Context: an optimization exercise on an open-source flow, tuned for small area, a short achievable clock period and few clock cycles per item. The choices shown serve that exercise and are no tape-out recipe. Only simulation tests tie the RTL to the original design; equivalence was not proved. Power and IR drop assume default switching activity.

## pcie_app
module pcie_app (
  input  logic          clk_i,
  input  logic          rst_i,
  input  logic          reg_wr_i,
  input  logic          reg_rd_i,
  input  logic [9:0]    reg_addr_i,
  input  logic [31:0]   reg_wdata_i,
  output logic [31:0]   reg_rdata_o,
  output logic          reg_rd_ack_o,
  output logic [51:0]   rd_req_o,
  output logic          rd_req_valid_o,
  input  logic          rd_req_ack_i,
  input  logic          cpl_valid_i,
  input  logic [7:0]    cpl_tag_i,
  input  logic [63:0]   cpl_data_i,
  output logic [3:0]    strm_valid_o,
  input  logic [3:0]    strm_ack_i,
  output logic [255:0]  strm_data_o
);
Settings: LEC_CHECK=0, ABC_CLOCK_PERIOD_IN_PS=3000, CAP_MARGIN=20, CORE_MARGIN=2, CORE_UTILIZATION=70, CTS_CLUSTER_DIAMETER=80, CTS_CLUSTER_SIZE=30, SETUP_SLACK_MARGIN=4.3, SLEW_MARGIN=20, BUFFER_PORTS_ARGS=-buffer_cell sky130_fd_sc_hd__buf_2; clock period 7.0 ns.
standard.sh (not shown) runs the stock make flow with config.mk's settings and CLKGATE_MAP_FILE= SYNTH_SCRIPT=/design/flow/synth_recipe.tcl, a recipe that flattens the netlist after the stock synthesis.
==> flow/flow/run.sh <==
#!/bin/bash
# Standard layout, with the port buffers made from buf_2 cells instead of
# the delay buffers the flow picks by default. Every port keeps its buffer.
set -euo pipefail
cat >> config.mk <<'MK'
export BUFFER_PORTS_ARGS = -buffer_cell sky130_fd_sc_hd__buf_2
MK
bash standard.sh > standard.log 2>&1
The starting point went through all stages and came out clean.
Testbench counts at the start, summed over its fixed seeds: cycles 29,398, words 15,263.
Next try:
==> flow/flow/run.sh (replaced) <==
#!/bin/bash
# Standard layout, with the port buffers made from buf_1 cells instead of
# the delay buffers the flow picks by default. Every port keeps its buffer.
set -euo pipefail
cat >> config.mk <<'MK'
export BUFFER_PORTS_ARGS = -buffer_cell sky130_fd_sc_hd__buf_1
MK
bash standard.sh > standard.log 2>&1
Settings changed: BUFFER_PORTS_ARGS -buffer_cell sky130_fd_sc_hd__buf_2 to -buffer_cell sky130_fd_sc_hd__buf_1, CORE_UTILIZATION 70 to 80, CTS_CLUSTER_DIAMETER 80 to 70, CTS_CLUSTER_SIZE 30 to 25.
The new run completed with no timing, DRC or antenna violations.
Sequential power stays flat.
Wire length increases by 3.4%.
Via count increases by 5.3%.
Cell count goes down by 2.4%.
Maximum frequency rose by 0.62%.

* * *

Another version of the RTL of pcie_app (not shown whole).
Size: ~3600 cells after synthesis, roughly 1500 flip-flops, about 470 I/O pins.
export LEC_CHECK = 0
export ABC_CLOCK_PERIOD_IN_PS = 3000
export CAP_MARGIN = 20
export CORE_MARGIN = 2
export CORE_UTILIZATION = 40
export SETUP_SLACK_MARGIN = 4.0
export SLEW_MARGIN = 20
create_clock -name core_clock -period 7.0 [get_ports {clk_i}]
run.sh (not shown) runs the stock make flow with config.mk's settings and CLKGATE_MAP_FILE= SYNTH_SCRIPT=/design/flow/synth_recipe.tcl, a recipe that flattens the netlist after the stock synthesis.
Stock flow here: none of the scripts above is used.
Testbench counts at the start, summed over its fixed seeds: cycles 29,398, words 15,263.
Edit:
==> flow/flow/run.sh (new file) <==
#!/bin/bash
# Standard layout, with the port buffers made from buf_2 cells instead of
# the delay buffers the flow picks by default. Every port keeps its buffer.
set -euo pipefail
cat >> config.mk <<'MK'
export BUFFER_PORTS_ARGS = -buffer_cell sky130_fd_sc_hd__buf_2
MK
bash standard.sh > standard.log 2>&1
==> flow/standard.sh (new file) <==
#!/bin/bash
# synth_recipe.tcl (not shown) runs the flow's synth.tcl, then flattens the netlist and writes it again
# the make line also repeats each setting of config.mk as NAME=value (left out here)
make -C /OpenROAD-flow-scripts/flow DESIGN_CONFIG=/design/flow/config.mk WORK_HOME=/design/flow/orfs CLKGATE_MAP_FILE= SYNTH_SCRIPT=/design/flow/synth_recipe.tcl "${@:-finish}"
- BUFFER_PORTS_ARGS: unset -> -buffer_cell sky130_fd_sc_hd__buf_2
removed: flow/run.sh
Result:
- final area goes down by a few percent
- setup slack improved by 100 ps
- routed wire length goes down slightly
- clock-buffer cell count goes down by 5
- total power goes down by a few percent
- synthesized area is unchanged
Edit:
- CORE_UTILIZATION: 40 -> 70
- CTS_CLUSTER_DIAMETER: unset -> 80
- CTS_CLUSTER_SIZE: unset -> 30
Outcome: Sequential power stays flat. Sequential share of layout area grows by 4.7 points. Power shrinks by 18%. Design area shrinks by 6.6%. Clock power shrinks by 48%. Wire length shrinks by 7.0%. Hold slack is better by 8.9 ps. Clock-buffer cell count shrinks by 120. Non-clock buffer count grows by 3. Via count grows by 0.83%.

==> static timing again, ports no longer ideal <==
No port has a modelled driver above. Below, the same layouts with a new extraction and two added sets of constraints. Step 1: set_driving_cell puts a clkbuf_16 on clk_i and a buf_2 on each other input, an assumption about the parent block. Step 2 also shifts input and output timing later by t, the mid clock arrival at the registers, as if the neighbouring blocks saw the same clock. a / b / c = ideal ports / drivers / drivers and shift; a / b = the first two.
run | shift t [ns] | setup WS [ns] | worst setup path at the end | pins driven straight from the clock port
the first run of note 1 | 0.733 | 4.196 / 4.126 / 3.643 | input to register | 1
the second run of note 1 | 0.718 | 4.214 / 4.143 / 3.501 | input to register | 1
the first run of note 2 | 0.828 | 3.915 / 3.849 / 3.185 | input to register | 1
the second run of note 2 | 0.842 | 4.018 / 3.984 / 3.232 | input to register | 1
the third run of note 2 | 0.746 | 4.026 / 4.016 / 3.341 | input to register | 1
After both steps every run listed still meets setup and hold. The setup slack of the second run of note 2, which loses most, moves by -0.034 ns with the drivers and by -0.786 ns with both steps.
